This design comes from an exercise in tuning for a short achievable clock period and few clock cycles per item on the open sky130 flow, not from production work. Function was checked by simulation only, so behaviour that the tests miss may differ from the original.

==> flow/design.v <==
`default_nettype none
package rdc_pkg;
   localparam int FIELD_BITS = 32;
   localparam int MAX_DIGITS     = 32;
   localparam int DEPTH_BITS     = $clog2(MAX_DIGITS + 1);
   localparam int STACK_IDX_BITS = $clog2(MAX_DIGITS);
   localparam int RADIX_BITS          = 5;
   localparam logic [4:0] RADIX_MIN   = 5'd2;
   localparam logic [4:0] RADIX_MAX   = 5'd16;
   localparam logic [4:0] RADIX_RESET = 5'd2;
   localparam int DIGIT_BITS = 4;
   localparam int RECIP_BITS = 32;
   localparam int REM_BITS   = 6;
   typedef logic [DIGIT_BITS-1:0] digit_type;
endpackage
`default_nettype wire
`default_nettype none
import rdc_pkg::*;
module radix_digit_converter_unit #(
   parameter int VALUE_BITS = 32
) (
   input  wire logic        clock,
   input  wire logic        reset,
   input  wire logic        req_tvalid,
   output logic             req_tready,
   input  wire logic [31:0] req_tdata,    
   output logic             rsp_tvalid,
   input  wire logic        rsp_tready,
   output logic [7:0]       rsp_tdata,    
   output logic             rsp_tlast,    
   input  wire logic        csr_wr_en,
   input  wire logic [4:0]  csr_wr_data   
);
   localparam int VQ = 4;    
   localparam int OD = 8;    
   function automatic logic [4:0] clamp_radix(input logic [4:0] raw);
      logic [4:0] r;
      r = raw;
      if (r < RADIX_MIN) begin
         r = RADIX_MIN;
      end
      if (r > RADIX_MAX) begin
         r = RADIX_MAX;
      end
      clamp_radix = r;
   endfunction
   function automatic logic [16:2] radix_onehot(input logic [4:0] r);
      logic [16:2] oh;
      for (int i = 2; i <= 16; i++) begin
         oh[i] = (r == 5'(i));
      end
      radix_onehot = oh;
   endfunction
   function automatic logic ge32(input logic [31:0] a, input logic [31:0] b);
      logic [31:0] g, e;
      logic [31:0] g2, e2;
      g = a & ~b;
      e = ~(~a & b) & ~g;
      for (int w = 1; w < 32; w = w * 2) begin
         for (int i = 0; i < 32; i++) begin
            if ((i % (2 * w)) == (2 * w - 1)) begin
               g2[i] = g[i] | (e[i] & g[i - w]);
               e2[i] = e[i] & e[i - w];
            end else begin
               g2[i] = g[i];
               e2[i] = e[i];
            end
         end
         g = g2;
         e = e2;
      end
      ge32 = g[31] | e[31];
   endfunction
   function automatic logic [31:0] pow_oh(input logic [16:2] oh, input logic [4:0] k);
      logic [31:0] p;
      logic [31:0] t;
      p = 32'd0;
      case (k)
         5'd0: t = 32'h00000001;
         5'd1: t = 32'h00000002;
         5'd2: t = 32'h00000004;
         5'd3: t = 32'h00000008;
         5'd4: t = 32'h00000010;
         5'd5: t = 32'h00000020;
         5'd6: t = 32'h00000040;
         5'd7: t = 32'h00000080;
         5'd8: t = 32'h00000100;
         5'd9: t = 32'h00000200;
         5'd10: t = 32'h00000400;
         5'd11: t = 32'h00000800;
         5'd12: t = 32'h00001000;
         5'd13: t = 32'h00002000;
         5'd14: t = 32'h00004000;
         5'd15: t = 32'h00008000;
         5'd16: t = 32'h00010000;
         5'd17: t = 32'h00020000;
         5'd18: t = 32'h00040000;
         5'd19: t = 32'h00080000;
         5'd20: t = 32'h00100000;
         5'd21: t = 32'h00200000;
         5'd22: t = 32'h00400000;
         5'd23: t = 32'h00800000;
         5'd24: t = 32'h01000000;
         5'd25: t = 32'h02000000;
         5'd26: t = 32'h04000000;
         5'd27: t = 32'h08000000;
         5'd28: t = 32'h10000000;
         5'd29: t = 32'h20000000;
         5'd30: t = 32'h40000000;
         5'd31: t = 32'h80000000;
         default: t = 32'd0;
      endcase
      if (oh[2]) p = p | t;
      case (k)
         5'd0: t = 32'h00000001;
         5'd1: t = 32'h00000003;
         5'd2: t = 32'h00000009;
         5'd3: t = 32'h0000001b;
         5'd4: t = 32'h00000051;
         5'd5: t = 32'h000000f3;
         5'd6: t = 32'h000002d9;
         5'd7: t = 32'h0000088b;
         5'd8: t = 32'h000019a1;
         5'd9: t = 32'h00004ce3;
         5'd10: t = 32'h0000e6a9;
         5'd11: t = 32'h0002b3fb;
         5'd12: t = 32'h00081bf1;
         5'd13: t = 32'h001853d3;
         5'd14: t = 32'h0048fb79;
         5'd15: t = 32'h00daf26b;
         5'd16: t = 32'h0290d741;
         5'd17: t = 32'h07b285c3;
         5'd18: t = 32'h17179149;
         5'd19: t = 32'h4546b3db;
         5'd20: t = 32'hcfd41b91;
         default: t = 32'd0;
      endcase
      if (oh[3]) p = p | t;
      case (k)
         5'd0: t = 32'h00000001;
         5'd1: t = 32'h00000004;
         5'd2: t = 32'h00000010;
         5'd3: t = 32'h00000040;
         5'd4: t = 32'h00000100;
         5'd5: t = 32'h00000400;
         5'd6: t = 32'h00001000;
         5'd7: t = 32'h00004000;
         5'd8: t = 32'h00010000;
         5'd9: t = 32'h00040000;
         5'd10: t = 32'h00100000;
         5'd11: t = 32'h00400000;
         5'd12: t = 32'h01000000;
         5'd13: t = 32'h04000000;
         5'd14: t = 32'h10000000;
         5'd15: t = 32'h40000000;
         default: t = 32'd0;
      endcase
      if (oh[4]) p = p | t;
      case (k)
         5'd0: t = 32'h00000001;
         5'd1: t = 32'h00000005;
         5'd2: t = 32'h00000019;
         5'd3: t = 32'h0000007d;
         5'd4: t = 32'h00000271;
         5'd5: t = 32'h00000c35;
         5'd6: t = 32'h00003d09;
         5'd7: t = 32'h0001312d;
         5'd8: t = 32'h0005f5e1;
         5'd9: t = 32'h001dcd65;
         5'd10: t = 32'h009502f9;
         5'd11: t = 32'h02e90edd;
         5'd12: t = 32'h0e8d4a51;
         5'd13: t = 32'h48c27395;
         default: t = 32'd0;
      endcase
      if (oh[5]) p = p | t;
      case (k)
         5'd0: t = 32'h00000001;
         5'd1: t = 32'h00000006;
         5'd2: t = 32'h00000024;
         5'd3: t = 32'h000000d8;
         5'd4: t = 32'h00000510;
         5'd5: t = 32'h00001e60;
         5'd6: t = 32'h0000b640;
         5'd7: t = 32'h00044580;
         5'd8: t = 32'h0019a100;
         5'd9: t = 32'h0099c600;
         5'd10: t = 32'h039aa400;
         5'd11: t = 32'h159fd800;
         5'd12: t = 32'h81bf1000;
         default: t = 32'd0;
      endcase
      if (oh[6]) p = p | t;
      case (k)
         5'd0: t = 32'h00000001;
         5'd1: t = 32'h00000007;
         5'd2: t = 32'h00000031;
         5'd3: t = 32'h00000157;
         5'd4: t = 32'h00000961;
         5'd5: t = 32'h000041a7;
         5'd6: t = 32'h0001cb91;
         5'd7: t = 32'h000c90f7;
         5'd8: t = 32'h0057f6c1;
         5'd9: t = 32'h0267bf47;
         5'd10: t = 32'h10d63af1;
         5'd11: t = 32'h75db9c97;
         default: t = 32'd0;
      endcase
      if (oh[7]) p = p | t;
      case (k)
         5'd0: t = 32'h00000001;
         5'd1: t = 32'h00000008;
         5'd2: t = 32'h00000040;
         5'd3: t = 32'h00000200;
         5'd4: t = 32'h00001000;
         5'd5: t = 32'h00008000;
         5'd6: t = 32'h00040000;
         5'd7: t = 32'h00200000;
         5'd8: t = 32'h01000000;
         5'd9: t = 32'h08000000;
         5'd10: t = 32'h40000000;
         default: t = 32'd0;
      endcase
      if (oh[8]) p = p | t;
      case (k)
         5'd0: t = 32'h00000001;
         5'd1: t = 32'h00000009;
         5'd2: t = 32'h00000051;
         5'd3: t = 32'h000002d9;
         5'd4: t = 32'h000019a1;
         5'd5: t = 32'h0000e6a9;
         5'd6: t = 32'h00081bf1;
         5'd7: t = 32'h0048fb79;
         5'd8: t = 32'h0290d741;
         5'd9: t = 32'h17179149;
         5'd10: t = 32'hcfd41b91;
         default: t = 32'd0;
      endcase
      if (oh[9]) p = p | t;
      case (k)
         5'd0: t = 32'h00000001;
         5'd1: t = 32'h0000000a;
         5'd2: t = 32'h00000064;
         5'd3: t = 32'h000003e8;
         5'd4: t = 32'h00002710;
         5'd5: t = 32'h000186a0;
         5'd6: t = 32'h000f4240;
         5'd7: t = 32'h00989680;
         5'd8: t = 32'h05f5e100;
         5'd9: t = 32'h3b9aca00;
         default: t = 32'd0;
      endcase
      if (oh[10]) p = p | t;
      case (k)
         5'd0: t = 32'h00000001;
         5'd1: t = 32'h0000000b;
         5'd2: t = 32'h00000079;
         5'd3: t = 32'h00000533;
         5'd4: t = 32'h00003931;
         5'd5: t = 32'h0002751b;
         5'd6: t = 32'h001b0829;
         5'd7: t = 32'h012959c3;
         5'd8: t = 32'h0cc6db61;
         5'd9: t = 32'h8c8b6d2b;
         default: t = 32'd0;
      endcase
      if (oh[11]) p = p | t;
      case (k)
         5'd0: t = 32'h00000001;
         5'd1: t = 32'h0000000c;
         5'd2: t = 32'h00000090;
         5'd3: t = 32'h000006c0;
         5'd4: t = 32'h00005100;
         5'd5: t = 32'h0003cc00;
         5'd6: t = 32'h002d9000;
         5'd7: t = 32'h0222c000;
         5'd8: t = 32'h19a10000;
         default: t = 32'd0;
      endcase
      if (oh[12]) p = p | t;
      case (k)
         5'd0: t = 32'h00000001;
         5'd1: t = 32'h0000000d;
         5'd2: t = 32'h000000a9;
         5'd3: t = 32'h00000895;
         5'd4: t = 32'h00006f91;
         5'd5: t = 32'h0005aa5d;
         5'd6: t = 32'h0049a6b9;
         5'd7: t = 32'h03bd7765;
         5'd8: t = 32'h309f1021;
         default: t = 32'd0;
      endcase
      if (oh[13]) p = p | t;
      case (k)
         5'd0: t = 32'h00000001;
         5'd1: t = 32'h0000000e;
         5'd2: t = 32'h000000c4;
         5'd3: t = 32'h00000ab8;
         5'd4: t = 32'h00009610;
         5'd5: t = 32'h000834e0;
         5'd6: t = 32'h0072e440;
         5'd7: t = 32'h06487b80;
         5'd8: t = 32'h57f6c100;
         default: t = 32'd0;
      endcase
      if (oh[14]) p = p | t;
      case (k)
         5'd0: t = 32'h00000001;
         5'd1: t = 32'h0000000f;
         5'd2: t = 32'h000000e1;
         5'd3: t = 32'h00000d2f;
         5'd4: t = 32'h0000c5c1;
         5'd5: t = 32'h000b964f;
         5'd6: t = 32'h00adcea1;
         5'd7: t = 32'h0a2f1b6f;
         5'd8: t = 32'h98c29b81;
         default: t = 32'd0;
      endcase
      if (oh[15]) p = p | t;
      case (k)
         5'd0: t = 32'h00000001;
         5'd1: t = 32'h00000010;
         5'd2: t = 32'h00000100;
         5'd3: t = 32'h00001000;
         5'd4: t = 32'h00010000;
         5'd5: t = 32'h00100000;
         5'd6: t = 32'h01000000;
         5'd7: t = 32'h10000000;
         default: t = 32'd0;
      endcase
      if (oh[16]) p = p | t;
      pow_oh = p;
   endfunction
   function automatic logic [31:0] pow3_oh(input logic [16:2] oh, input logic [4:0] k);
      logic [31:0] p;
      logic [31:0] t;
      p = 32'd0;
      case (k)
         5'd0: t = 32'h00000003;
         5'd1: t = 32'h00000006;
         5'd2: t = 32'h0000000c;
         5'd3: t = 32'h00000018;
         5'd4: t = 32'h00000030;
         5'd5: t = 32'h00000060;
         5'd6: t = 32'h000000c0;
         5'd7: t = 32'h00000180;
         5'd8: t = 32'h00000300;
         5'd9: t = 32'h00000600;
         5'd10: t = 32'h00000c00;
         5'd11: t = 32'h00001800;
         5'd12: t = 32'h00003000;
         5'd13: t = 32'h00006000;
         5'd14: t = 32'h0000c000;
         5'd15: t = 32'h00018000;
         5'd16: t = 32'h00030000;
         5'd17: t = 32'h00060000;
         5'd18: t = 32'h000c0000;
         5'd19: t = 32'h00180000;
         5'd20: t = 32'h00300000;
         5'd21: t = 32'h00600000;
         5'd22: t = 32'h00c00000;
         5'd23: t = 32'h01800000;
         5'd24: t = 32'h03000000;
         5'd25: t = 32'h06000000;
         5'd26: t = 32'h0c000000;
         5'd27: t = 32'h18000000;
         5'd28: t = 32'h30000000;
         5'd29: t = 32'h60000000;
         5'd30: t = 32'hc0000000;
         5'd31: t = 32'h80000000;
         default: t = 32'd0;
      endcase
      if (oh[2]) p = p | t;
      case (k)
         5'd0: t = 32'h00000003;
         5'd1: t = 32'h00000009;
         5'd2: t = 32'h0000001b;
         5'd3: t = 32'h00000051;
         5'd4: t = 32'h000000f3;
         5'd5: t = 32'h000002d9;
         5'd6: t = 32'h0000088b;
         5'd7: t = 32'h000019a1;
         5'd8: t = 32'h00004ce3;
         5'd9: t = 32'h0000e6a9;
         5'd10: t = 32'h0002b3fb;
         5'd11: t = 32'h00081bf1;
         5'd12: t = 32'h001853d3;
         5'd13: t = 32'h0048fb79;
         5'd14: t = 32'h00daf26b;
         5'd15: t = 32'h0290d741;
         5'd16: t = 32'h07b285c3;
         5'd17: t = 32'h17179149;
         5'd18: t = 32'h4546b3db;
         5'd19: t = 32'hcfd41b91;
         5'd20: t = 32'h6f7c52b3;
         default: t = 32'd0;
      endcase
      if (oh[3]) p = p | t;
      case (k)
         5'd0: t = 32'h00000003;
         5'd1: t = 32'h0000000c;
         5'd2: t = 32'h00000030;
         5'd3: t = 32'h000000c0;
         5'd4: t = 32'h00000300;
         5'd5: t = 32'h00000c00;
         5'd6: t = 32'h00003000;
         5'd7: t = 32'h0000c000;
         5'd8: t = 32'h00030000;
         5'd9: t = 32'h000c0000;
         5'd10: t = 32'h00300000;
         5'd11: t = 32'h00c00000;
         5'd12: t = 32'h03000000;
         5'd13: t = 32'h0c000000;
         5'd14: t = 32'h30000000;
         5'd15: t = 32'hc0000000;
         default: t = 32'd0;
      endcase
      if (oh[4]) p = p | t;
      case (k)
         5'd0: t = 32'h00000003;
         5'd1: t = 32'h0000000f;
         5'd2: t = 32'h0000004b;
         5'd3: t = 32'h00000177;
         5'd4: t = 32'h00000753;
         5'd5: t = 32'h0000249f;
         5'd6: t = 32'h0000b71b;
         5'd7: t = 32'h00039387;
         5'd8: t = 32'h0011e1a3;
         5'd9: t = 32'h0059682f;
         5'd10: t = 32'h01bf08eb;
         5'd11: t = 32'h08bb2c97;
         5'd12: t = 32'h2ba7def3;
         5'd13: t = 32'hda475abf;
         default: t = 32'd0;
      endcase
      if (oh[5]) p = p | t;
      case (k)
         5'd0: t = 32'h00000003;
         5'd1: t = 32'h00000012;
         5'd2: t = 32'h0000006c;
         5'd3: t = 32'h00000288;
         5'd4: t = 32'h00000f30;
         5'd5: t = 32'h00005b20;
         5'd6: t = 32'h000222c0;
         5'd7: t = 32'h000cd080;
         5'd8: t = 32'h004ce300;
         5'd9: t = 32'h01cd5200;
         5'd10: t = 32'h0acfec00;
         5'd11: t = 32'h40df8800;
         5'd12: t = 32'h853d3000;
         default: t = 32'd0;
      endcase
      if (oh[6]) p = p | t;
      case (k)
         5'd0: t = 32'h00000003;
         5'd1: t = 32'h00000015;
         5'd2: t = 32'h00000093;
         5'd3: t = 32'h00000405;
         5'd4: t = 32'h00001c23;
         5'd5: t = 32'h0000c4f5;
         5'd6: t = 32'h000562b3;
         5'd7: t = 32'h0025b2e5;
         5'd8: t = 32'h0107e443;
         5'd9: t = 32'h07373dd5;
         5'd10: t = 32'h3282b0d3;
         5'd11: t = 32'h6192d5c5;
         default: t = 32'd0;
      endcase
      if (oh[7]) p = p | t;
      case (k)
         5'd0: t = 32'h00000003;
         5'd1: t = 32'h00000018;
         5'd2: t = 32'h000000c0;
         5'd3: t = 32'h00000600;
         5'd4: t = 32'h00003000;
         5'd5: t = 32'h00018000;
         5'd6: t = 32'h000c0000;
         5'd7: t = 32'h00600000;
         5'd8: t = 32'h03000000;
         5'd9: t = 32'h18000000;
         5'd10: t = 32'hc0000000;
         default: t = 32'd0;
      endcase
      if (oh[8]) p = p | t;
      case (k)
         5'd0: t = 32'h00000003;
         5'd1: t = 32'h0000001b;
         5'd2: t = 32'h000000f3;
         5'd3: t = 32'h0000088b;
         5'd4: t = 32'h00004ce3;
         5'd5: t = 32'h0002b3fb;
         5'd6: t = 32'h001853d3;
         5'd7: t = 32'h00daf26b;
         5'd8: t = 32'h07b285c3;
         5'd9: t = 32'h4546b3db;
         5'd10: t = 32'h6f7c52b3;
         default: t = 32'd0;
      endcase
      if (oh[9]) p = p | t;
      case (k)
         5'd0: t = 32'h00000003;
         5'd1: t = 32'h0000001e;
         5'd2: t = 32'h0000012c;
         5'd3: t = 32'h00000bb8;
         5'd4: t = 32'h00007530;
         5'd5: t = 32'h000493e0;
         5'd6: t = 32'h002dc6c0;
         5'd7: t = 32'h01c9c380;
         5'd8: t = 32'h11e1a300;
         5'd9: t = 32'hb2d05e00;
         default: t = 32'd0;
      endcase
      if (oh[10]) p = p | t;
      case (k)
         5'd0: t = 32'h00000003;
         5'd1: t = 32'h00000021;
         5'd2: t = 32'h0000016b;
         5'd3: t = 32'h00000f99;
         5'd4: t = 32'h0000ab93;
         5'd5: t = 32'h00075f51;
         5'd6: t = 32'h0051187b;
         5'd7: t = 32'h037c0d49;
         5'd8: t = 32'h26549223;
         5'd9: t = 32'ha5a24781;
         default: t = 32'd0;
      endcase
      if (oh[11]) p = p | t;
      case (k)
         5'd0: t = 32'h00000003;
         5'd1: t = 32'h00000024;
         5'd2: t = 32'h000001b0;
         5'd3: t = 32'h00001440;
         5'd4: t = 32'h0000f300;
         5'd5: t = 32'h000b6400;
         5'd6: t = 32'h0088b000;
         5'd7: t = 32'h06684000;
         5'd8: t = 32'h4ce30000;
         default: t = 32'd0;
      endcase
      if (oh[12]) p = p | t;
      case (k)
         5'd0: t = 32'h00000003;
         5'd1: t = 32'h00000027;
         5'd2: t = 32'h000001fb;
         5'd3: t = 32'h000019bf;
         5'd4: t = 32'h00014eb3;
         5'd5: t = 32'h0010ff17;
         5'd6: t = 32'h00dcf42b;
         5'd7: t = 32'h0b38662f;
         5'd8: t = 32'h91dd3063;
         default: t = 32'd0;
      endcase
      if (oh[13]) p = p | t;
      case (k)
         5'd0: t = 32'h00000003;
         5'd1: t = 32'h0000002a;
         5'd2: t = 32'h0000024c;
         5'd3: t = 32'h00002028;
         5'd4: t = 32'h0001c230;
         5'd5: t = 32'h00189ea0;
         5'd6: t = 32'h0158acc0;
         5'd7: t = 32'h12d97280;
         5'd8: t = 32'h07e44300;
         default: t = 32'd0;
      endcase
      if (oh[14]) p = p | t;
      case (k)
         5'd0: t = 32'h00000003;
         5'd1: t = 32'h0000002d;
         5'd2: t = 32'h000002a3;
         5'd3: t = 32'h0000278d;
         5'd4: t = 32'h00025143;
         5'd5: t = 32'h0022c2ed;
         5'd6: t = 32'h02096be3;
         5'd7: t = 32'h1e8d524d;
         5'd8: t = 32'hca47d283;
         default: t = 32'd0;
      endcase
      if (oh[15]) p = p | t;
      case (k)
         5'd0: t = 32'h00000003;
         5'd1: t = 32'h00000030;
         5'd2: t = 32'h00000300;
         5'd3: t = 32'h00003000;
         5'd4: t = 32'h00030000;
         5'd5: t = 32'h00300000;
         5'd6: t = 32'h03000000;
         5'd7: t = 32'h30000000;
         default: t = 32'd0;
      endcase
      if (oh[16]) p = p | t;
      pow3_oh = p;
   endfunction
   function automatic logic [31:1] count_therm(input logic [16:2] oh, input logic [31:0] v);
      logic [31:1] t;
      t = '0;
      t[1] = (oh[2] && (v >= 32'h00000002)) ||
               (oh[3] && (v >= 32'h00000003)) ||
               (oh[4] && (v >= 32'h00000004)) ||
               (oh[5] && (v >= 32'h00000005)) ||
               (oh[6] && (v >= 32'h00000006)) ||
               (oh[7] && (v >= 32'h00000007)) ||
               (oh[8] && (v >= 32'h00000008)) ||
               (oh[9] && (v >= 32'h00000009)) ||
               (oh[10] && (v >= 32'h0000000a)) ||
               (oh[11] && (v >= 32'h0000000b)) ||
               (oh[12] && (v >= 32'h0000000c)) ||
               (oh[13] && (v >= 32'h0000000d)) ||
               (oh[14] && (v >= 32'h0000000e)) ||
               (oh[15] && (v >= 32'h0000000f)) ||
               (oh[16] && (v >= 32'h00000010));
      t[2] = (oh[2] && (v >= 32'h00000004)) ||
               (oh[3] && (v >= 32'h00000009)) ||
               (oh[4] && (v >= 32'h00000010)) ||
               (oh[5] && (v >= 32'h00000019)) ||
               (oh[6] && (v >= 32'h00000024)) ||
               (oh[7] && (v >= 32'h00000031)) ||
               (oh[8] && (v >= 32'h00000040)) ||
               (oh[9] && (v >= 32'h00000051)) ||
               (oh[10] && (v >= 32'h00000064)) ||
               (oh[11] && (v >= 32'h00000079)) ||
               (oh[12] && (v >= 32'h00000090)) ||
               (oh[13] && (v >= 32'h000000a9)) ||
               (oh[14] && (v >= 32'h000000c4)) ||
               (oh[15] && (v >= 32'h000000e1)) ||
               (oh[16] && (v >= 32'h00000100));
      t[3] = (oh[2] && (v >= 32'h00000008)) ||
               (oh[3] && (v >= 32'h0000001b)) ||
               (oh[4] && (v >= 32'h00000040)) ||
               (oh[5] && (v >= 32'h0000007d)) ||
               (oh[6] && (v >= 32'h000000d8)) ||
               (oh[7] && (v >= 32'h00000157)) ||
               (oh[8] && (v >= 32'h00000200)) ||
               (oh[9] && (v >= 32'h000002d9)) ||
               (oh[10] && (v >= 32'h000003e8)) ||
               (oh[11] && (v >= 32'h00000533)) ||
               (oh[12] && (v >= 32'h000006c0)) ||
               (oh[13] && (v >= 32'h00000895)) ||
               (oh[14] && (v >= 32'h00000ab8)) ||
               (oh[15] && (v >= 32'h00000d2f)) ||
               (oh[16] && (v >= 32'h00001000));
      t[4] = (oh[2] && (v >= 32'h00000010)) ||
               (oh[3] && (v >= 32'h00000051)) ||
               (oh[4] && (v >= 32'h00000100)) ||
               (oh[5] && (v >= 32'h00000271)) ||
               (oh[6] && (v >= 32'h00000510)) ||
               (oh[7] && (v >= 32'h00000961)) ||
               (oh[8] && (v >= 32'h00001000)) ||
               (oh[9] && (v >= 32'h000019a1)) ||
               (oh[10] && (v >= 32'h00002710)) ||
               (oh[11] && (v >= 32'h00003931)) ||
               (oh[12] && (v >= 32'h00005100)) ||
               (oh[13] && (v >= 32'h00006f91)) ||
               (oh[14] && (v >= 32'h00009610)) ||
               (oh[15] && (v >= 32'h0000c5c1)) ||
               (oh[16] && (v >= 32'h00010000));
      t[5] = (oh[2] && (v >= 32'h00000020)) ||
               (oh[3] && (v >= 32'h000000f3)) ||
               (oh[4] && (v >= 32'h00000400)) ||
               (oh[5] && (v >= 32'h00000c35)) ||
               (oh[6] && (v >= 32'h00001e60)) ||
               (oh[7] && (v >= 32'h000041a7)) ||
               (oh[8] && (v >= 32'h00008000)) ||
               (oh[9] && (v >= 32'h0000e6a9)) ||
               (oh[10] && (v >= 32'h000186a0)) ||
               (oh[11] && (v >= 32'h0002751b)) ||
               (oh[12] && (v >= 32'h0003cc00)) ||
               (oh[13] && (v >= 32'h0005aa5d)) ||
               (oh[14] && (v >= 32'h000834e0)) ||
               (oh[15] && (v >= 32'h000b964f)) ||
               (oh[16] && (v >= 32'h00100000));
      t[6] = (oh[2] && (v >= 32'h00000040)) ||
               (oh[3] && (v >= 32'h000002d9)) ||
               (oh[4] && (v >= 32'h00001000)) ||
               (oh[5] && (v >= 32'h00003d09)) ||
               (oh[6] && (v >= 32'h0000b640)) ||
               (oh[7] && (v >= 32'h0001cb91)) ||
               (oh[8] && (v >= 32'h00040000)) ||
               (oh[9] && (v >= 32'h00081bf1)) ||
               (oh[10] && (v >= 32'h000f4240)) ||
               (oh[11] && (v >= 32'h001b0829)) ||
               (oh[12] && (v >= 32'h002d9000)) ||
               (oh[13] && (v >= 32'h0049a6b9)) ||
               (oh[14] && (v >= 32'h0072e440)) ||
               (oh[15] && (v >= 32'h00adcea1)) ||
               (oh[16] && (v >= 32'h01000000));
      t[7] = (oh[2] && (v >= 32'h00000080)) ||
               (oh[3] && (v >= 32'h0000088b)) ||
               (oh[4] && (v >= 32'h00004000)) ||
               (oh[5] && (v >= 32'h0001312d)) ||
               (oh[6] && (v >= 32'h00044580)) ||
               (oh[7] && (v >= 32'h000c90f7)) ||
               (oh[8] && (v >= 32'h00200000)) ||
               (oh[9] && (v >= 32'h0048fb79)) ||
               (oh[10] && (v >= 32'h00989680)) ||
               (oh[11] && (v >= 32'h012959c3)) ||
               (oh[12] && (v >= 32'h0222c000)) ||
               (oh[13] && (v >= 32'h03bd7765)) ||
               (oh[14] && (v >= 32'h06487b80)) ||
               (oh[15] && (v >= 32'h0a2f1b6f)) ||
               (oh[16] && (v >= 32'h10000000));
      t[8] = (oh[2] && (v >= 32'h00000100)) ||
               (oh[3] && (v >= 32'h000019a1)) ||
               (oh[4] && (v >= 32'h00010000)) ||
               (oh[5] && (v >= 32'h0005f5e1)) ||
               (oh[6] && (v >= 32'h0019a100)) ||
               (oh[7] && (v >= 32'h0057f6c1)) ||
               (oh[8] && (v >= 32'h01000000)) ||
               (oh[9] && (v >= 32'h0290d741)) ||
               (oh[10] && (v >= 32'h05f5e100)) ||
               (oh[11] && (v >= 32'h0cc6db61)) ||
               (oh[12] && (v >= 32'h19a10000)) ||
               (oh[13] && (v >= 32'h309f1021)) ||
               (oh[14] && (v >= 32'h57f6c100)) ||
               (oh[15] && (v >= 32'h98c29b81));
      t[9] = (oh[2] && (v >= 32'h00000200)) ||
               (oh[3] && (v >= 32'h00004ce3)) ||
               (oh[4] && (v >= 32'h00040000)) ||
               (oh[5] && (v >= 32'h001dcd65)) ||
               (oh[6] && (v >= 32'h0099c600)) ||
               (oh[7] && (v >= 32'h0267bf47)) ||
               (oh[8] && (v >= 32'h08000000)) ||
               (oh[9] && (v >= 32'h17179149)) ||
               (oh[10] && (v >= 32'h3b9aca00)) ||
               (oh[11] && (v >= 32'h8c8b6d2b));
      t[10] = (oh[2] && (v >= 32'h00000400)) ||
               (oh[3] && (v >= 32'h0000e6a9)) ||
               (oh[4] && (v >= 32'h00100000)) ||
               (oh[5] && (v >= 32'h009502f9)) ||
               (oh[6] && (v >= 32'h039aa400)) ||
               (oh[7] && (v >= 32'h10d63af1)) ||
               (oh[8] && (v >= 32'h40000000)) ||
               (oh[9] && (v >= 32'hcfd41b91));
      t[11] = (oh[2] && (v >= 32'h00000800)) ||
               (oh[3] && (v >= 32'h0002b3fb)) ||
               (oh[4] && (v >= 32'h00400000)) ||
               (oh[5] && (v >= 32'h02e90edd)) ||
               (oh[6] && (v >= 32'h159fd800)) ||
               (oh[7] && (v >= 32'h75db9c97));
      t[12] = (oh[2] && (v >= 32'h00001000)) ||
               (oh[3] && (v >= 32'h00081bf1)) ||
               (oh[4] && (v >= 32'h01000000)) ||
               (oh[5] && (v >= 32'h0e8d4a51)) ||
               (oh[6] && (v >= 32'h81bf1000));
      t[13] = (oh[2] && (v >= 32'h00002000)) ||
               (oh[3] && (v >= 32'h001853d3)) ||
               (oh[4] && (v >= 32'h04000000)) ||
               (oh[5] && (v >= 32'h48c27395));
      t[14] = (oh[2] && (v >= 32'h00004000)) ||
               (oh[3] && (v >= 32'h0048fb79)) ||
               (oh[4] && (v >= 32'h10000000));
      t[15] = (oh[2] && (v >= 32'h00008000)) ||
               (oh[3] && (v >= 32'h00daf26b)) ||
               (oh[4] && (v >= 32'h40000000));
      t[16] = (oh[2] && (v >= 32'h00010000)) ||
               (oh[3] && (v >= 32'h0290d741));
      t[17] = (oh[2] && (v >= 32'h00020000)) ||
               (oh[3] && (v >= 32'h07b285c3));
      t[18] = (oh[2] && (v >= 32'h00040000)) ||
               (oh[3] && (v >= 32'h17179149));
      t[19] = (oh[2] && (v >= 32'h00080000)) ||
               (oh[3] && (v >= 32'h4546b3db));
      t[20] = (oh[2] && (v >= 32'h00100000)) ||
               (oh[3] && (v >= 32'hcfd41b91));
      t[21] = (oh[2] && (v >= 32'h00200000));
      t[22] = (oh[2] && (v >= 32'h00400000));
      t[23] = (oh[2] && (v >= 32'h00800000));
      t[24] = (oh[2] && (v >= 32'h01000000));
      t[25] = (oh[2] && (v >= 32'h02000000));
      t[26] = (oh[2] && (v >= 32'h04000000));
      t[27] = (oh[2] && (v >= 32'h08000000));
      t[28] = (oh[2] && (v >= 32'h10000000));
      t[29] = (oh[2] && (v >= 32'h20000000));
      t[30] = (oh[2] && (v >= 32'h40000000));
      t[31] = (oh[2] && (v >= 32'h80000000));
      count_therm = t;
   endfunction
   logic [4:0]            radix_q;
   logic                  ready_ff;
   logic [2:0]            cred;
   logic                  in_valid;
   logic [31:0]           in_v;
   logic [16:2]           in_oh;
   logic [4:0]            in_r;
   logic                  p2_valid;
   logic [31:0]           p2_v;
   logic [4:0]            p2_r;
   logic [31:1]           p2_t;
   logic [VQ-1:0][31:0]   vq_v;
   logic [VQ-1:0][4:0]    vq_r;
   logic [VQ-1:0][4:0]    vq_k;
   logic [1:0]            vq_wp, vq_rp;
   logic [2:0]            vq_occ;
   logic                  g_valid;
   logic                  g_first;
   logic                  g_last;
   logic [31:0]           g_v;
   logic [16:2]           g_oh;
   logic [4:0]            g_k;
   logic                  r1_valid, r1_first, r1_last;
   logic [31:0]           r1_p;
   logic [31:0]           r1_p3;
   logic [31:0]           r1_v;
   logic                  e_valid, e_last;
   logic [15:1][31:0]     e_m;
   logic [15:1]           e_mok;
   logic [31:0]           rem_ff;
   logic                  ok_ff;
   logic [3:0]            ocred;
   logic [OD-1:0][4:0]    of_d;
   logic [2:0]            of_wp, of_rp;
   logic [3:0]            of_occ;
   logic                  of_ne;
   logic                  rsp_tvalid_ff;
   logic [3:0]            rsp_digit_ff;
   logic                  rsp_tlast_ff;
   assign req_tready = ready_ff;
   assign rsp_tvalid = rsp_tvalid_ff;
   assign rsp_tdata  = {4'd0, rsp_digit_ff};
   assign rsp_tlast  = rsp_tlast_ff;
   logic                  accept;
   logic [4:0]            radix_c;
   logic [4:0]            p2_k;
   logic                  vq_pop;
   logic [31:0]           head_v;
   logic [4:0]            head_r;
   logic [4:0]            head_k;
   logic                  g_issue;
   logic                  g_load;
   logic [31:0]           g_pow;
   logic [31:0]           g_pow3;
   logic [15:1][31:0]     mult;
   logic [15:1]           mult_ok;
   logic [15:1][31:0]     diff;
   logic [15:1]           ge;
   logic [15:0]           sel;
   logic [3:0]            digit;
   logic [31:0]           new_rem;
   logic [4:0]            of_head;
   logic                  push, pop, out_free;
   logic [3:0]            of_occ_n;
   logic [3:0]            ocred_n;
   logic [2:0]            cred_n;
   assign accept  = req_tvalid && ready_ff;
   assign radix_c = clamp_radix(radix_q);
   always_comb begin
      logic [32:1] t;
      t = {1'b0, p2_t};
      p2_k = '0;
      for (int k = 1; k < 32; k++) begin
         if (t[k] && !t[k + 1]) p2_k = p2_k | 5'(k);
      end
   end
   assign head_v = vq_v[vq_rp];
   assign head_r = vq_r[vq_rp];
   assign head_k = vq_k[vq_rp];
   assign g_issue = g_valid && ok_ff;
   assign g_load  = !g_valid || (ok_ff && g_last);
   assign vq_pop  = g_load && (vq_occ != 3'd0);
   assign cred_n  = cred - 3'(accept) + 3'(vq_pop);
   assign g_pow   = pow_oh(g_oh, g_k);
   assign g_pow3  = pow3_oh(g_oh, g_k);
   always_comb begin
      mult[1]  = r1_p;
      mult[2]  = r1_p << 1;
      mult[3]  = r1_p3;
      mult[4]  = r1_p << 2;
      mult[5]  = (r1_p << 2) + r1_p;
      mult[6]  = r1_p3 << 1;
      mult[7]  = (r1_p << 3) - r1_p;
      mult[8]  = r1_p << 3;
      mult[9]  = (r1_p << 3) + r1_p;
      mult[10] = (r1_p << 3) + (r1_p << 1);
      mult[11] = (r1_p << 3) + r1_p3;
      mult[12] = r1_p3 << 2;
      mult[13] = (r1_p << 4) - r1_p3;
      mult[14] = (r1_p << 4) - (r1_p << 1);
      mult[15] = (r1_p << 4) - r1_p;
      for (int d = 1; d < 16; d++) begin
         mult_ok[d] = r1_valid && (r1_p <= 32'(32'hFFFF_FFFF / 32'(d)));
      end
   end
   always_comb begin
      logic [32:0] df;
      for (int d = 1; d < 16; d++) begin
         df      = {1'b0, rem_ff} - {1'b0, e_m[d]};
         diff[d] = df[31:0];
         ge[d]   = e_mok[d] && ge32(rem_ff, e_m[d]);
      end
      sel[0] = !ge[1] && !r1_first;
      for (int d = 1; d < 15; d++) begin
         sel[d] = ge[d] && !ge[d + 1] && !r1_first;
      end
      sel[15] = ge[15] && !r1_first;
      new_rem = ({32{sel[0]}} & rem_ff) | ({32{r1_first}} & r1_v);
      for (int d = 1; d < 16; d++) begin
         new_rem = new_rem | ({32{sel[d]}} & diff[d]);
      end
      digit = 4'd0;
      for (int d = 1; d < 16; d++) begin
         digit = digit | ((ge[d] && ((d == 15) || !ge[(d == 15) ? d : d + 1])) ? 4'(d) : 4'd0);
      end
   end
   assign of_head  = of_d[of_rp];
   assign push     = e_valid;
   assign out_free = !rsp_tvalid_ff || rsp_tready;
   assign pop      = out_free && of_ne;
   assign of_occ_n = of_occ + 4'(push) - 4'(pop);
   assign ocred_n  = ocred - 4'(g_issue) + 4'(pop);
   always_ff @(posedge clock) begin
      if (reset) begin
         radix_q       <= RADIX_RESET;
         ready_ff      <= 1'b1;
         cred          <= 3'(VQ);
         in_valid      <= 1'b0;
         p2_valid      <= 1'b0;
         vq_wp         <= '0;
         vq_rp         <= '0;
         vq_occ        <= '0;
         g_valid       <= 1'b0;
         r1_valid      <= 1'b0;
         e_valid       <= 1'b0;
         ok_ff         <= 1'b1;
         ocred         <= 4'(OD);
         of_ne         <= 1'b0;
         of_wp         <= '0;
         of_rp         <= '0;
         of_occ        <= '0;
         rsp_tvalid_ff <= 1'b0;
      end else begin
         if (csr_wr_en) begin
            radix_q <= csr_wr_data;
         end
         in_valid <= accept;
         p2_valid <= in_valid;
         cred     <= cred_n;
         ready_ff <= (cred_n != 3'd0);
         if (p2_valid) begin
            vq_wp <= vq_wp + 2'd1;
         end
         if (vq_pop) begin
            vq_rp <= vq_rp + 2'd1;
         end
         vq_occ <= vq_occ + 3'(p2_valid) - 3'(vq_pop);
         if (g_load) begin
            g_valid <= (vq_occ != 3'd0);
         end
         r1_valid <= g_issue;
         e_valid  <= r1_valid;
         if (push) begin
            of_wp <= of_wp + 3'd1;
         end
         if (pop) begin
            of_rp <= of_rp + 3'd1;
         end
         of_occ <= of_occ_n;
         of_ne  <= (of_occ_n != 4'd0);
         ocred  <= ocred_n;
         ok_ff  <= (ocred_n != 4'd0);
         if (out_free) begin
            rsp_tvalid_ff <= of_ne;
         end
      end
   end
   always_ff @(posedge clock) begin
      in_v  <= req_tdata;
      in_r  <= radix_c;
      in_oh <= radix_onehot(radix_c);
      p2_v  <= in_v;
      p2_r  <= in_r;
      p2_t  <= count_therm(in_oh, in_v);
      if (p2_valid) begin
         vq_v[vq_wp] <= p2_v;
         vq_r[vq_wp] <= p2_r;
         vq_k[vq_wp] <= p2_k;
      end
      if (g_load) begin
         g_v     <= head_v;
         g_oh    <= radix_onehot(head_r);
         g_k     <= head_k;
         g_last  <= (head_k == 5'd0);
         g_first <= 1'b1;
      end else if (g_issue) begin
         g_k     <= g_k - 5'd1;
         g_last  <= (g_k == 5'd1);
         g_first <= 1'b0;
      end
      r1_first <= g_first && g_issue;
      r1_last  <= g_last;
      r1_p     <= g_pow;
      r1_p3    <= g_pow3;
      r1_v     <= g_v;
      e_last   <= r1_last;
      e_m      <= mult;
      e_mok    <= mult_ok;
      rem_ff   <= new_rem;
      if (push) begin
         of_d[of_wp] <= {e_last, digit};
      end
      if (out_free) begin
         rsp_digit_ff <= of_head[3:0];
         rsp_tlast_ff <= of_head[4];
      end
   end
endmodule
`default_nettype wire
==> flow/run.sh <==
#!/bin/bash
# synth_recipe.tcl (not shown) runs the flow's synth.tcl, then flattens the netlist and writes it again
# the make line also repeats each setting of config.mk as NAME=value (left out here)
make -C /OpenROAD-flow-scripts/flow DESIGN_CONFIG=/design/flow/config.mk WORK_HOME=/design/flow/orfs CLKGATE_MAP_FILE= SYNTH_SCRIPT=/design/flow/synth_recipe.tcl finish
==> flow/config.mk <==
export PLATFORM = sky130hd
export DESIGN_NAME = radix_digit_converter_unit
export DESIGN_NICKNAME = radix_digit_converter_unit
export VERILOG_FILES = /design/flow/design.v
export SDC_FILE = /design/flow/constraint.sdc
export NUM_CORES = 4
export LEC_CHECK = 0
export ABC_CLOCK_PERIOD_IN_PS = 2500
export CAP_MARGIN = 20
export CORE_MARGIN = 2
export CORE_UTILIZATION = 40
export SETUP_SLACK_MARGIN = 5
export SLEW_MARGIN = 20
export SYNTH_MEMORY_MAX_BITS = 65536
==> flow/constraint.sdc <==
create_clock -name core_clock -period 10.5 [get_ports {clock}]
set_input_delay 2.1000 -clock core_clock [delete_from_list [all_inputs] [get_ports {clock}]]
set_output_delay 2.1000 -clock core_clock [all_outputs]
set_load 0.01 [all_outputs]
==> summary.txt <==
The tools report the DRC violation count after routing as 0. Sorting the synthesized cells by area gives the leading types as sky130_fd_sc_hd__dfxtp_1, sky130_fd_sc_hd__ha_1, sky130_fd_sc_hd__edfxtp_1. The post-place instance area is 83620 um2. The finished cells cover 88200 um2. The synthesized netlist contains 116 unique library cells.

Along the worst hold path, the cell count comes to 0. The run finished with no timing, DRC or antenna violations. The number of top-level design ports was 53.

Slowest library cell on the worst path: sky130_fd_sc_hd__dfxtp_1. The number of global-route vias before repair came out at 76190. Entering global routing, the biggest net connects 73 pins.

Along the worst path, the maximum fanout reaches 15. Buffers placed on the I/O ports in this run total 48. STA puts the critical path data required time at 11190 ps. The detail route stage leaves a number of antenna-violating nets equal to 0.

The startpoint identified for the worst hold timing path is g_v[14]$_DFFE_PN_. The number of synthesized flops with an enable pin came out at 266. After legalization and detailed placement, the total HPWL measured 289.7 mm. The number of buffers and inverters on the critical path works out to 2.

The tools report the final weighted congestion in routability-driven placement as 1.062. The layout has 19820 filler cells. The worst register-to-register path begins at rem_ff[2]$_DFF_P_. The top cell type by area accounts for 23.08% of the synthesized area. In this run the standard cell core region covers 199000 um2. The synthesized netlist devotes 6.009% of its cell area to XOR and XNOR gates. The die covers 203300 um2. The tools report the number of clock sinks as 1187. The run gives 0 as the final global-route overflow total. TritonCTS built the clock tree. The vertical die dimension was 450.9 um. Detailed-route wire length: 376.5 mm. In the final routed layout, each cell accounts on average for 30.63 um. Setup repair after global routing left no endpoint under its margin. Average cell area after synthesis: 8.341 um2.

The largest total area in the synthesized netlist belongs to sky130_fd_sc_hd__dfxtp_1. The root cell of the clock tree is sky130_fd_sc_hd__clkbuf_16. The flip-flop and latch count after synthesis was 1187. The tools report the capturing point of the worst reg2reg path as rem_ff[31]$_DFF_P_. For the hold violation count in the final report, the log shows 0. Once layout is complete, the utilization of the core stands at 44.31%. For this run, the total global-route usage over all layers was measured as 35.61%. Among cell families on the critical path, the largest total delay comes from compound AO/OA/AOI/OAI gates. STA puts the critical path data arrival time at 6080 ps. CTS built an H-tree with a depth of 4. Of the available clock period, the critical path in the final layout requires 51.37%.

For this run, the detailed router's first-pass iteration total came to 10. The clock transition time at the flip-flop clock pins of the worst setup and hold paths is 70 ps, and the accumulated negative setup slack is 0 ps. The share of post-route cells with drive strength above 1 was 6.791%; the latest clock arrival within the worst-skew pair was 840 ps. Summing the areas of all and, or, nand and nor instances in the mapped netlist gives 17.00% of the synthesized area. The mapped netlist covers 79870 um2. The fraction of the mapped netlist area in compound gates was 25.44%; the post-CTS repair timing setup buffer count was 0. Clock tree synthesis inserted a total of 134 buffers. The routed via count was 79020. On the worst path, the slowest cell contributes a delay of 840 ps.

The critical path in this run is classified as flop to flop. After synthesis, the largest family of logic cells by area is compound AO/OA/AOI/OAI gates. The remaining max-slew budget at the tightest pin was 18.53%; the number of warnings reported in the yosys synthesis log was 1. The number of cells on the worst reg-to-reg path is 15. Hold timing on the final database bottoms out at a slack of 326.3 ps.

Compared with the post-synthesis result, the final layout area differs by 10.42%. The number of buffers added to fix hold violations after cts is 0, and the number of maximum-capacitance violations is 0. The worst hold path terminates at r1_v[14]$_DFF_P_. After floorplanning, the core was divided into 164 placement rows.

The final-report setup violation count is 0. The first global-routing pass estimated 533.8 mm of wire. The slew of the pin with the lowest slew margin works out to 1222 ps. The first routing iteration left 11140 violations.

The synthesized netlist cell count is 9576. The type of destination of the critical path was a flop. The run gives 5110 ps as the worst-case register-to-register setup slack. In the synthesized netlist, mux cells make up 2.000% of the area. For this configuration, the core starts out at a cell density of 40.13%. The critical path launch point type was a flop. Most common flop cell mapped by yosys: sky130_fd_sc_hd__dfxtp_1.

The clock passes through at most 3 buffers. The shortest clock period the worst path allows after layout was 5394 ps; the final worst clock skew was 60.95 ps. Number of max-slew violations in the final report: 0. Fraction of registers with async set/reset: 0%. The width of the chip works out to 450.9 um.

The net count of the finished layout is 10250. For the sequential share of the synthesized area, the log shows 33.08%. The number of antenna violations at the first check in global routing came out at 23. Of the total synthesized cell area, the portion taken by full adders, half adders and majority gates is 10.89%. The signal on the critical path passes through ha_1 -> a21oi_1 -> a211oi_1 -> nor4b_2 -> o211ai_1 -> a21o_1 -> buf_4 -> nand2_1 -> buf_4 -> or4_1 -> nand4_1 -> a2111o_1 -> a2111oi_2 -> nand4_1 -> a2111o_1. The worst hold path class is flop to flop. Static timing analysis puts the maximum clock frequency at 0.1854 GHz. Dividing the detail-routed via count by the number of cells gives 6.428.
-- through the flow --
step	cells	worst slack, ps
global route	12290	5039
global placement	12040	5062
floorplan	9579	5017
CTS	12290	5092
finish	12290	5106
detailed placement	12040	5119
-- repair_timing --
action / 4_1_cts / 5_1_grt
endpoints found under the hold margin: 0 / 0
resized for setup: 0 / 3
endpoints found under the setup margin: 0 / 6
-- routing by layer --
metal,share of wire [%],global-route usage [%],up-vias,routed length (um)
li1,-,-,34910,-
met1,40,45.83,38290,149100
met2,45,57.00,4794,168500
met3,9.9,6.676,1014,37140
met4,5.8,17.72,8,21690
met5,0.016,0,-,60
-- synth_stat cells (45+ instances only) --
master,number
sky130_fd_sc_hd__o21bai_1,94
sky130_fd_sc_hd__and3_1,108
sky130_fd_sc_hd__a31oi_1,89
sky130_fd_sc_hd__nor3_1,168
sky130_fd_sc_hd__nand2b_1,117
sky130_fd_sc_hd__clkbuf_1,375
sky130_fd_sc_hd__o21ai_0,635
sky130_fd_sc_hd__ha_1,668
sky130_fd_sc_hd__o21a_1,110
sky130_fd_sc_hd__nor2b_1,110
sky130_fd_sc_hd__xnor2_1,361
sky130_fd_sc_hd__edfxtp_1,266
sky130_fd_sc_hd__nand4_1,152
sky130_fd_sc_hd__mux4_2,52
sky130_fd_sc_hd__xor2_1,187
sky130_fd_sc_hd__or2_2,50
sky130_fd_sc_hd__or3_1,61
sky130_fd_sc_hd__nand3_1,243
sky130_fd_sc_hd__o211ai_1,85
sky130_fd_sc_hd__o22ai_1,45
sky130_fd_sc_hd__nor2_1,668
sky130_fd_sc_hd__a222oi_1,109
sky130_fd_sc_hd__dfxtp_1,921
sky130_fd_sc_hd__a22oi_1,168
sky130_fd_sc_hd__a221oi_1,79
sky130_fd_sc_hd__nor4_1,55
sky130_fd_sc_hd__a211oi_1,83
sky130_fd_sc_hd__inv_1,731
sky130_fd_sc_hd__a21o_1,237
sky130_fd_sc_hd__nand2_1,938
sky130_fd_sc_hd__a22o_1,77
sky130_fd_sc_hd__and2_1,65
sky130_fd_sc_hd__a21oi_1,785
-- cell type report --
| type | instances | area [um2] | share of cell area (%) |
|---|---|---|---|
| flip-flops and latches | 1187 | 26440 | 29.98 |
| repair buffers | 239 | 1909 | 2.165 |
| inverters | 736 | 2763 | 3.132 |
| clock inverters | 66 | 748.2 | 0.8484 |
| diodes | 6 | 15.01 | 0.01702 |
| well taps | 2656 | 3323 | 3.768 |
| multi-input cells | 7222 | 49210 | 55.80 |
| clock buffers | 181 | 3785 | 4.291 |
-- layout by cell type, fill, tap and decap left out, types with 27 or more instances in the layout --
master	netlist	routed
sky130_fd_sc_hd__a211oi_1	83	81
sky130_fd_sc_hd__a21boi_0	36	36
sky130_fd_sc_hd__a21o_1	237	237
sky130_fd_sc_hd__a21oi_1	785	785
sky130_fd_sc_hd__a221oi_1	79	79
sky130_fd_sc_hd__a222oi_1	109	109
sky130_fd_sc_hd__a22o_1	77	77
sky130_fd_sc_hd__a22oi_1	168	168
sky130_fd_sc_hd__a31oi_1	89	89
sky130_fd_sc_hd__and2_1	65	65
sky130_fd_sc_hd__and3_1	108	108
sky130_fd_sc_hd__buf_4	6	191
sky130_fd_sc_hd__clkbuf_16	0	138
sky130_fd_sc_hd__clkdlybuf4s50_1	0	47
sky130_fd_sc_hd__clkinv_2	0	27
sky130_fd_sc_hd__dfxtp_1	921	913
sky130_fd_sc_hd__edfxtp_1	266	266
sky130_fd_sc_hd__ha_1	668	668
sky130_fd_sc_hd__inv_1	731	731
sky130_fd_sc_hd__mux4_2	52	52
sky130_fd_sc_hd__nand2_1	938	938
sky130_fd_sc_hd__nand2b_1	117	117
sky130_fd_sc_hd__nand3_1	243	243
sky130_fd_sc_hd__nand4_1	152	152
sky130_fd_sc_hd__nor2_1	668	667
sky130_fd_sc_hd__nor2b_1	110	100
sky130_fd_sc_hd__nor3_1	168	161
sky130_fd_sc_hd__nor4_1	55	53
sky130_fd_sc_hd__o2111ai_1	41	41
sky130_fd_sc_hd__o211ai_1	85	85
sky130_fd_sc_hd__o21a_1	110	110
sky130_fd_sc_hd__o21ai_0	635	634
sky130_fd_sc_hd__o21bai_1	94	94
sky130_fd_sc_hd__o22ai_1	45	45
sky130_fd_sc_hd__o31ai_1	41	39
sky130_fd_sc_hd__or2_2	50	50
sky130_fd_sc_hd__or3_1	61	61
sky130_fd_sc_hd__xnor2_1	361	361
sky130_fd_sc_hd__xor2_1	187	187
-- worst max-delay path by stage --
stage / from / endpoint / depth (start not counted)
3_5_place_dp: rem_ff[2]$_DFF_P_ / rem_ff[19]$_DFF_P_ / 13
3_3_place_gp: e_m[361]$_DFF_P_ / rem_ff[19]$_DFF_P_ / 14
5_1_grt: rem_ff[2]$_DFF_P_ / rem_ff[31]$_DFF_P_ / 15
2_1_floorplan: p2_valid$_SDFF_PP0_ / vq_occ[2]$_SDFF_PP0_ / 6
6_report: rem_ff[2]$_DFF_P_ / rem_ff[31]$_DFF_P_ / 15
4_1_cts: rem_ff[2]$_DFF_P_ / rem_ff[19]$_DFF_P_ / 13
-- kinds of logic (layout without fill, tap and decap cells) --
| group | after synthesis | in the layout |
|---|---|---|
| buffers and inverters | 1170 | 1222 |
| adders and majority gates | 685 | 685 |
| and+or+nand+nor | 2853 | 2853 |
| xor gates and xnor gates | 548 | 548 |
| AOI/OAI and AO/OA | 3040 | 3040 |
| DFF | 1187 | 1187 |
| muxes | 92 | 92 |
| other | 1 | 10 |
Testbench counts, summed over its fixed seeds: cycles 21,106, digits 21,042.

what the ideal ports hide:
In the flow no input, the clock included, has a driving cell. The finished layout below was timed again as built, in two steps.
Step 1, drivers: a clkbuf_16 drives clock and a buf_2 each remaining input, both assumed.
Step 2 also shifts input and output timing later by t, the mid clock arrival at the registers, as if the neighbouring blocks saw the same clock.
a / b / c = ideal / step 1 / step 2; a / b = the first two.
t, ns: 0.885
setup WS [ns]: 5.106 / 5.106 / 5.106
hold slack, ns: 0.326 / 0.326 / 0.326
worst slew at a driven data input, ns: 0.04
pins driven straight from the clock port: 1
After both steps this run still meets setup and hold. The setup slack of this run moves by 0.000 ns with the drivers and by 0.000 ns with both steps.
